What follows belongs to an exercise in optimizing a design on an open flow for small area, a short achievable clock period and few clock cycles per item; a production flow would make more cautious choices. Function was checked by simulation only, so behaviour that the tests miss may differ from the original. No activity file was given, so power comes from the tool's default toggle rates.

==> flow/design.v (excerpt) <==
module ex_stage_top
(
	input  logic        clk,
	input  logic        reset_i,
	input  logic        issue_valid_i,
	input  logic [31:0] issue_inst_i,
	input  logic [63:0] issue_op1_i,
	input  logic [63:0] issue_op2_i,
	input  logic [63:0] issue_base_i,
	input  logic [63:0] issue_offset_i,
	input  logic [4:0]  issue_rd_i,
	output logic        wb_valid_o,
	output logic [4:0]  wb_rd_o,
	output logic [63:0] wb_data_o,
	output logic        redirect_valid_o,
	output logic [63:0] redirect_target_o,
	output logic        hold_o
);
==> flow/config.mk <==
export PLATFORM = sky130hd
export DESIGN_NAME = ex_stage_top
export DESIGN_NICKNAME = ex_stage_top
export VERILOG_FILES = /design/flow/design.v
export SDC_FILE = /design/flow/constraint.sdc
export NUM_CORES = 4
export LEC_CHECK = 0
export ABC_AREA = 1
export CAP_MARGIN = 20
export CORE_MARGIN = 2
export CORE_UTILIZATION = 40
export SETUP_SLACK_MARGIN = 4
export SLEW_MARGIN = 20
==> flow/constraint.sdc <==
create_clock -name core_clock -period 9.0 [get_ports {clk}]
set_input_delay 1.8000 -clock core_clock [delete_from_list [all_inputs] [get_ports {clk}]]
set_output_delay 1.8000 -clock core_clock [all_outputs]
set_load 0.01 [all_outputs]
standard.sh (not shown) runs the stock make flow with config.mk's settings and CLKGATE_MAP_FILE= SYNTH_SCRIPT=/design/flow/synth_recipe.tcl, a recipe that flattens the netlist after the stock synthesis.
==> flow/flow/run.sh <==
#!/bin/bash
# Layout flow: the standard flow (standard.sh) with two changes that help
# timing and area on sky130hd:
#  - the input and output port buffers are buf_4 cells; by default
#    buffer_ports picks the smallest buffer, a clkdlybuf4s50 delay cell, and
#    footprint-matched sizing can then only swap it for other delay cells;
#  - sizing may pick any equivalent cell, not only one of the same footprint.
# Synthesis is the standard synthesis, unchanged. Each step logs to its own
# file in the folder this runs in.
set -euo pipefail
bash standard.sh synth > synth.log 2>&1
sed 's|"\${@:-finish}"|"BUFFER_PORTS_ARGS=-buffer_cell sky130_fd_sc_hd__buf_4" MATCH_CELL_FOOTPRINT=0 "${@:-finish}"|' \
	standard.sh > standard_tuned.sh
grep -q MATCH_CELL_FOOTPRINT=0 standard_tuned.sh
bash standard_tuned.sh finish > layout.log 2>&1
test -s out/final.def
The starting point finished clean.
Testbench counts at the start, summed over its fixed seeds: cycles 11,373, instructions 8,000.
==> next run, changes <==
--- a/flow/design.v
+++ b/flow/design.v
@@ -240,16 +240,18 @@
 	end
 	logic [64:0]   ext_val;
 	logic [TW-1:0] ext_row;
 	logic [TW-1:0] s_row;
 	logic [TW-1:0] c_row;
 	assign ext_val = (ext_q && last) ? mcand : 65'd0;
 	assign ext_row = {!ext_val[64], ext_val[63:0], SB'(negs[D-1]) << (SB - 2)};
-	assign s_row   = TW'({!acc_s_q[AW-1], acc_s_q[AW-2:0]});
-	assign c_row   = TW'(acc_c_q);
+	logic first;
+	assign first   = cnt_q == '0;
+	assign s_row   = first ? TW'(1) << (AW - 1) : TW'({!acc_s_q[AW-1], acc_s_q[AW-2:0]});
+	assign c_row   = first ? '0 : TW'(acc_c_q);
 	localparam int NR = D + 3;
 	function automatic int next_rows(input int n);
 		next_rows = 2 * (n / 3) + (n % 3);
 	endfunction
 	function automatic int tree_levels(input int n);
 		int l;
 		int m;
@@ -344,42 +346,39 @@
 		end else begin
 			busy_q           <= accept && is_mul;
 			wb_valid_q       <= accept && !is_mul && legal;
 			redirect_valid_q <= accept && !is_mul && redirect;
 		end
 	end
 	always_ff @(posedge clk) begin
+		acc_s_q <= ts[TW-1:SB];
+		acc_c_q <= tc[TW-3:SB];
+		low_s_q <= ts[SB-1:0];
+		low_c_q <= tc[SB-1:0];
+	end
+	always_ff @(posedge clk) begin
 		if (busy_q) begin
 			fin_q     <= last && hi_q;
 			cnt_q     <= cnt_q + 1'b1;
 			bprev_q   <= wb_data_q[SB-1];
-			cin_q     <= low_co;
-			acc_s_q   <= ts[TW-1:SB];
-			acc_c_q   <= tc[TW-3:SB];
-			low_s_q   <= ts[SB-1:0];
-			low_c_q   <= tc[SB-1:0];
+			cin_q     <= low_co && !first;
 			omode_q   <= OM_PLAIN;
 			if (fin_q) begin
 				wb_data_q <= tgt;
 			end else if (last && !hi_q) begin
 				omode_q   <= w_q ? OM_MULW : OM_MUL;
 				wb_data_q <= {low, low, w_q ? wb_data_q[47:32] : wb_data_q[63:48],
 					w_q ? low : wb_data_q[47:32]};
 			end else begin
 				wb_data_q <= {low, wb_data_q[63:SB]};
 			end
 		end else begin
 			fin_q             <= 1'b0;
 			cnt_q             <= '0;
 			bprev_q           <= 1'b0;
-			cin_q             <= 1'b0;
-			acc_s_q           <= '0;
-			acc_c_q           <= '0;
-			low_s_q           <= '0;
-			low_c_q           <= '0;
 			omode_q           <= word ? OM_W : OM_PLAIN;
 			w_q               <= i3;
 			hi_q              <= f3 != 3'd0;
 			a_hi_q            <= op1[63] && (f3 == 3'd1 || f3 == 3'd2);
 			ext_q             <= op2[63] && f3[1] && !i3;
 			wb_rd_q           <= issue_rd_i;
 			wb_data_q         <= alu_res;
What happened: The changed run finished clean. Setup slack got worse by 0.047 ns. Maximum frequency falls by 0.89%. Die area falls by about 1.1%. Global-route usage falls by 3.1 points. Total power rises by about 4.4%. Count of clock-buffer cells in the layout rises by 8. First-iteration DRC count falls by 0.57%.
Testbench counts after the change, summed over its fixed seeds: cycles 11,373, instructions 8,000.

## separate check: timing with driven ports
How much do the figures lean on ideal ports? The routed layouts below were timed once more, with nothing changed but the port constraints. Step 1 (the two cells are an assumption about what drives the block):
set clk [get_ports {clk}]
set_driving_cell -lib_cell sky130_fd_sc_hd__clkbuf_16 $clk
set_driving_cell -lib_cell sky130_fd_sc_hd__buf_2 [delete_from_list [all_inputs] $clk]
Step 2 adds t to the input delays and takes it off the output delays; t is the mean of the earliest and latest rising clock arrival at the registers after step 1. Input paths then give back, and output paths get back, about the clock's delay inside the block. a / b / c = ideal / step 1 / step 2; a / b = the first two.
run	t, ns	slack for setup (ns)	worst register clock-pin slew, ns	worst data-port slew with drivers (ns)	pins driven straight from the clock port
the first run	0.653	3.763 / 3.696 / 3.293	0.08 / 0.08	0.19	1
the second run	0.680	3.715 / 3.649 / 3.146	0.07 / 0.07	0.20	1
After both steps every run listed still meets setup and hold. For the second run, which loses most, drivers alone change the setup slack by -0.066 ns; drivers and shift together by -0.569 ns.
